From an optimization exercise on the open Yosys and OpenROAD flow, aimed at small area; shortcuts taken in it are not production practice.
The RTL was checked by simulation tests, not by an equivalence proof against the original design.
Power and IR drop assume default switching activity.

yarrow:
## rv_alu_core
module rv_alu_core (
    input  logic           clk,
    input  logic           arst_n,
    input  cpu_pkg::word_t instr,
    input  logic           instr_valid,
    output logic [37:0]    retire
);
    logic           dec_write;
    logic           dec_imm;
    logic           dec_lui;
    logic           s1_v;
    logic           s1_imm;
    logic           s1_lui;
    logic [31:7]    s1_ins;
    cpu_pkg::word_t rs1_data;
    cpu_pkg::word_t rs2_data;
    cpu_pkg::word_t result;
    logic           r_v;
    logic [4:0]     r_rd;
    cpu_pkg::word_t r_data;
    instr_decoder dec0 (
        .instr       (instr),
        .instr_valid (instr_valid),
        .reg_write   (dec_write),
        .is_imm      (dec_imm),
        .is_lui      (dec_lui)
    );
    always_ff @(posedge clk or negedge arst_n) begin
        if (!arst_n) begin
            s1_v <= 1'b0;
        end else begin
            s1_v <= dec_write;
        end
    end
  ...
Size in the first run: about 1200 flip-flops, about 73 I/O pins.
clock: 6.0 ns
lec_check: 0
cap_margin: 20
core_margin: 2
core_utilization: 55
cts_cluster_diameter: 100
cts_cluster_size: 30
gpl_timing_driven: 0
setup_slack_margin: 0.6
slew_margin: 20
synth_hierarchical: 1
synth_minimum_keep_size: 0
run.sh (not shown) runs the stock make flow with config.mk's settings and CLKGATE_MAP_FILE= SYNTH_SCRIPT=/design/flow/synth_recipe.tcl, a recipe that flattens the netlist after the stock synthesis.
Having completed the whole flow, yarrow delivered a layout that passed the timing, design-rule and antenna checks.
Input-level comparison between ember and yarrow:
==> flow/flow/run.sh (new file) <==
#!/bin/bash
# The standard synthesis, then the standard layout with two additions:
# ABC's buffers are removed at floorplan (REMOVE_ABC_BUFFERS), and before the
# placement-stage repair_design the drivers of high-fanout nets are sized up
# (flow/presize.tcl, run through ORFS's PRE_RESIZE_TCL hook).
set -euo pipefail
work=$(pwd)
bash standard.sh synth > "$work/synth.log" 2>&1
bash standard.sh REMOVE_ABC_BUFFERS=1 PRE_RESIZE_TCL="$work/flow/presize.tcl" finish > "$work/layout.log" 2>&1
==> flow/flow/presize.tcl (new file) <==
# Runs before the placement-stage repair_design (PRE_RESIZE_TCL). Nets with
# many loads (register-file word and bit lines, ALU controls) get a driver one
# size up, so repair_design needs few buffers on them.
proc presize_high_fanout {min_loads size} {
  set n 0
  set block [ord::get_db_block]
  foreach net [$block getNets] {
    set its [$net getITerms]
    if {[llength $its] < [expr {$min_loads + 1}]} continue
    set drv ""
    foreach it $its {
      if {[$it isOutputSignal]} { set drv [$it getInst] }
    }
    if {$drv eq ""} continue
    set m [[$drv getMaster] getName]
    regsub {_[0-9]+$} $m "_$size" m2
    if {$m2 eq $m} continue
    set cells [get_lib_cells -quiet */$m2]
    if {[llength $cells] == 0} continue
    replace_cell [get_cells [$drv getName]] [lindex $cells 0]
    incr n
  }
  puts "presize_high_fanout: resized $n drivers to size $size"
}
presize_high_fanout 16 2
==> flow/standard.sh (new file) <==
#!/bin/bash
# synth_recipe.tcl (not shown) runs the flow's synth.tcl, then flattens the netlist and writes it again
# the make line also repeats each setting of config.mk as NAME=value (left out here)
make -C /OpenROAD-flow-scripts/flow DESIGN_CONFIG=/design/flow/config.mk WORK_HOME=/design/flow/orfs CLKGATE_MAP_FILE= SYNTH_SCRIPT=/design/flow/synth_recipe.tcl "${@:-finish}"
--- a/flow/config.mk
+++ b/flow/config.mk
@@ -13,2 +13,3 @@
 export GPL_TIMING_DRIVEN = 0
+export PLACE_DENSITY = 0.65
 export SETUP_SLACK_MARGIN = 0.6
removed: flow/run.sh
==> run summary <==
Between yarrow and ember, design area is lower for ember, yarrow comes in above that.
Taking yarrow as the reference, in ember global-route wire length before repair lower; switching fraction of total power now smaller.
Of the two values seen for launching element of the worst setup path, rf0.sel1[12] was produced by yarrow and rf0.sel2[7] by ember.

* * *

Another version of the RTL of rv_alu_core (not shown whole).
Size: ~73 I/O pins, ~47000 um^2 of cells after synthesis.
==> flow/config.mk <==
export PLATFORM = sky130hd
export DESIGN_NAME = rv_alu_core
export DESIGN_NICKNAME = rv_alu_core
export VERILOG_FILES = /design/flow/design.v
export SDC_FILE = /design/flow/constraint.sdc
export NUM_CORES = 4
export LEC_CHECK = 0
export CAP_MARGIN = 20
export CORE_MARGIN = 2
export CORE_UTILIZATION = 55
export CTS_CLUSTER_DIAMETER = 100
export CTS_CLUSTER_SIZE = 30
export GPL_TIMING_DRIVEN = 0
export SLEW_MARGIN = 20
export SYNTH_HIERARCHICAL = 1
export SYNTH_MINIMUM_KEEP_SIZE = 0
==> flow/constraint.sdc <==
create_clock -name core_clock -period 6.0 [get_ports {clk}]
set_input_delay 1.2000 -clock core_clock [delete_from_list [all_inputs] [get_ports {clk}]]
set_output_delay 1.2000 -clock core_clock [all_outputs]
set_load 0.01 [all_outputs]
Stock flow here: none of the scripts above is used.
The starting point ran to the end with violations: negative setup slack.
Next try:
==> flow/flow/run.sh (new file) <==
#!/bin/bash
# The standard synthesis, then the standard layout with two additions:
# ABC's buffers are removed at floorplan (REMOVE_ABC_BUFFERS), and before the
# placement-stage repair_design the drivers of high-fanout nets are sized up
# (flow/presize.tcl, run through ORFS's PRE_RESIZE_TCL hook).
set -euo pipefail
work=$(pwd)
bash standard.sh synth > "$work/synth.log" 2>&1
bash standard.sh REMOVE_ABC_BUFFERS=1 PRE_RESIZE_TCL="$work/flow/presize.tcl" finish > "$work/layout.log" 2>&1
==> flow/flow/presize.tcl (new file) <==
# Runs before the placement-stage repair_design (PRE_RESIZE_TCL). Nets with
# many loads (register-file word and bit lines, ALU controls) get a driver one
# size up, so repair_design needs few buffers on them.
proc presize_high_fanout {min_loads size} {
  set n 0
  set block [ord::get_db_block]
  foreach net [$block getNets] {
    set its [$net getITerms]
    if {[llength $its] < [expr {$min_loads + 1}]} continue
    set drv ""
    foreach it $its {
      if {[$it isOutputSignal]} { set drv [$it getInst] }
    }
    if {$drv eq ""} continue
    set m [[$drv getMaster] getName]
    regsub {_[0-9]+$} $m "_$size" m2
    if {$m2 eq $m} continue
    set cells [get_lib_cells -quiet */$m2]
    if {[llength $cells] == 0} continue
    replace_cell [get_cells [$drv getName]] [lindex $cells 0]
    incr n
  }
  puts "presize_high_fanout: resized $n drivers to size $size"
}
presize_high_fanout 16 2
==> flow/standard.sh (new file) <==
#!/bin/bash
# synth_recipe.tcl (not shown) runs the flow's synth.tcl, then flattens the netlist and writes it again
# the make line also repeats each setting of config.mk as NAME=value (left out here)
make -C /OpenROAD-flow-scripts/flow DESIGN_CONFIG=/design/flow/config.mk WORK_HOME=/design/flow/orfs CLKGATE_MAP_FILE= SYNTH_SCRIPT=/design/flow/synth_recipe.tcl "${@:-finish}"
--- a/flow/config.mk
+++ b/flow/config.mk
@@ -10 +10 @@
-export CORE_UTILIZATION = 55
+export CORE_UTILIZATION = 60
@@ -13,0 +14,2 @@
+export PLACE_DENSITY = 0.72
+export SETUP_SLACK_MARGIN = 0.3
removed: flow/run.sh
Effect: The new run ran to the end with no violations; global-route usage went up by 1.4 points; setup slack is better by 0.085 ns; via count went down slightly; final cell count went down by a few percent; critical path depth went down by 2; count of clock-buffer cells in the layout went down by 1; power went down slightly; register-to-register slack is better by 0.09 ns; die area went down by a little under a tenth; cell area went down by a little under a tenth.
Next try:
--- a/flow/config.mk
+++ b/flow/config.mk
@@ -15 +15 @@
-export SETUP_SLACK_MARGIN = 0.3
+export SETUP_SLACK_MARGIN = 0.6
Result: Die area is unchanged. Critical path depth is unchanged. Setup slack gets better by 0.39 ns. Clock power barely changes. Register-to-register slack improved by 0.39 ns. Area after synthesis is unchanged.
Next try:
==> flow/flow/run.sh (replaced) <==
#!/bin/bash
# The standard synthesis, then the standard layout with three changes:
# ABC's buffers are removed at floorplan (REMOVE_ABC_BUFFERS), every port is
# buffered with the smallest buffer (buf_1), and before the placement-stage
# repair_design the drivers of high-fanout nets are sized up (flow/presize.tcl,
# run through ORFS's PRE_RESIZE_TCL hook).
set -euo pipefail
work=$(pwd)
bash standard.sh synth > "$work/synth.log" 2>&1
bash standard.sh REMOVE_ABC_BUFFERS=1 \
    "BUFFER_PORTS_ARGS=-buffer_cell sky130_fd_sc_hd__buf_1" \
    PRE_RESIZE_TCL="$work/flow/presize.tcl" finish > "$work/layout.log" 2>&1
--- a/flow/config.mk
+++ b/flow/config.mk
@@ -15 +15 @@
-export SETUP_SLACK_MARGIN = 0.6
+export SETUP_SLACK_MARGIN = 0.45
Effect: Sequential share of layout area rises by 0.90 points. Via count shrinks by 1.8%. Clock power stays flat. Synthesized cell count is unchanged.

-- afterwards: timing with drivers on the ports --
How much do the figures lean on ideal ports? The routed layouts below were timed once more, with nothing changed but the port constraints. Step 1 (the two cells are an assumption about what drives the block):
set clk [get_ports {clk}]
set_driving_cell -lib_cell sky130_fd_sc_hd__clkbuf_16 $clk
set_driving_cell -lib_cell sky130_fd_sc_hd__buf_2 [delete_from_list [all_inputs] $clk]
Step 2 moves the port delays by t, midway between the first and last clock arrival at a register: inputs arrive t later, outputs are due t later. That takes back most of the time a late clock gives input paths. Three values: no drivers, after step 1, after step 2; two values: the first two.
run	shift t [ns]	setup WS [ns]	hold slack, ns
yarrow	0.740	0.491 / 0.491 / 0.491	0.351 / 0.351 / 0.351
ember	0.720	0.594 / 0.594 / 0.594	0.456 / 0.456 / 0.456
the first run of note 2	0.722	-0.028 / -0.028 / -0.028	0.359 / 0.359 / 0.359
the second run of note 2	0.726	0.057 / 0.057 / 0.057	0.470 / 0.470 / 0.470
the third run of note 2	0.726	0.451 / 0.451 / 0.451	0.470 / 0.470 / 0.470
the fourth run of note 2	0.720	0.315 / 0.315 / 0.315	0.468 / 0.468 / 0.468
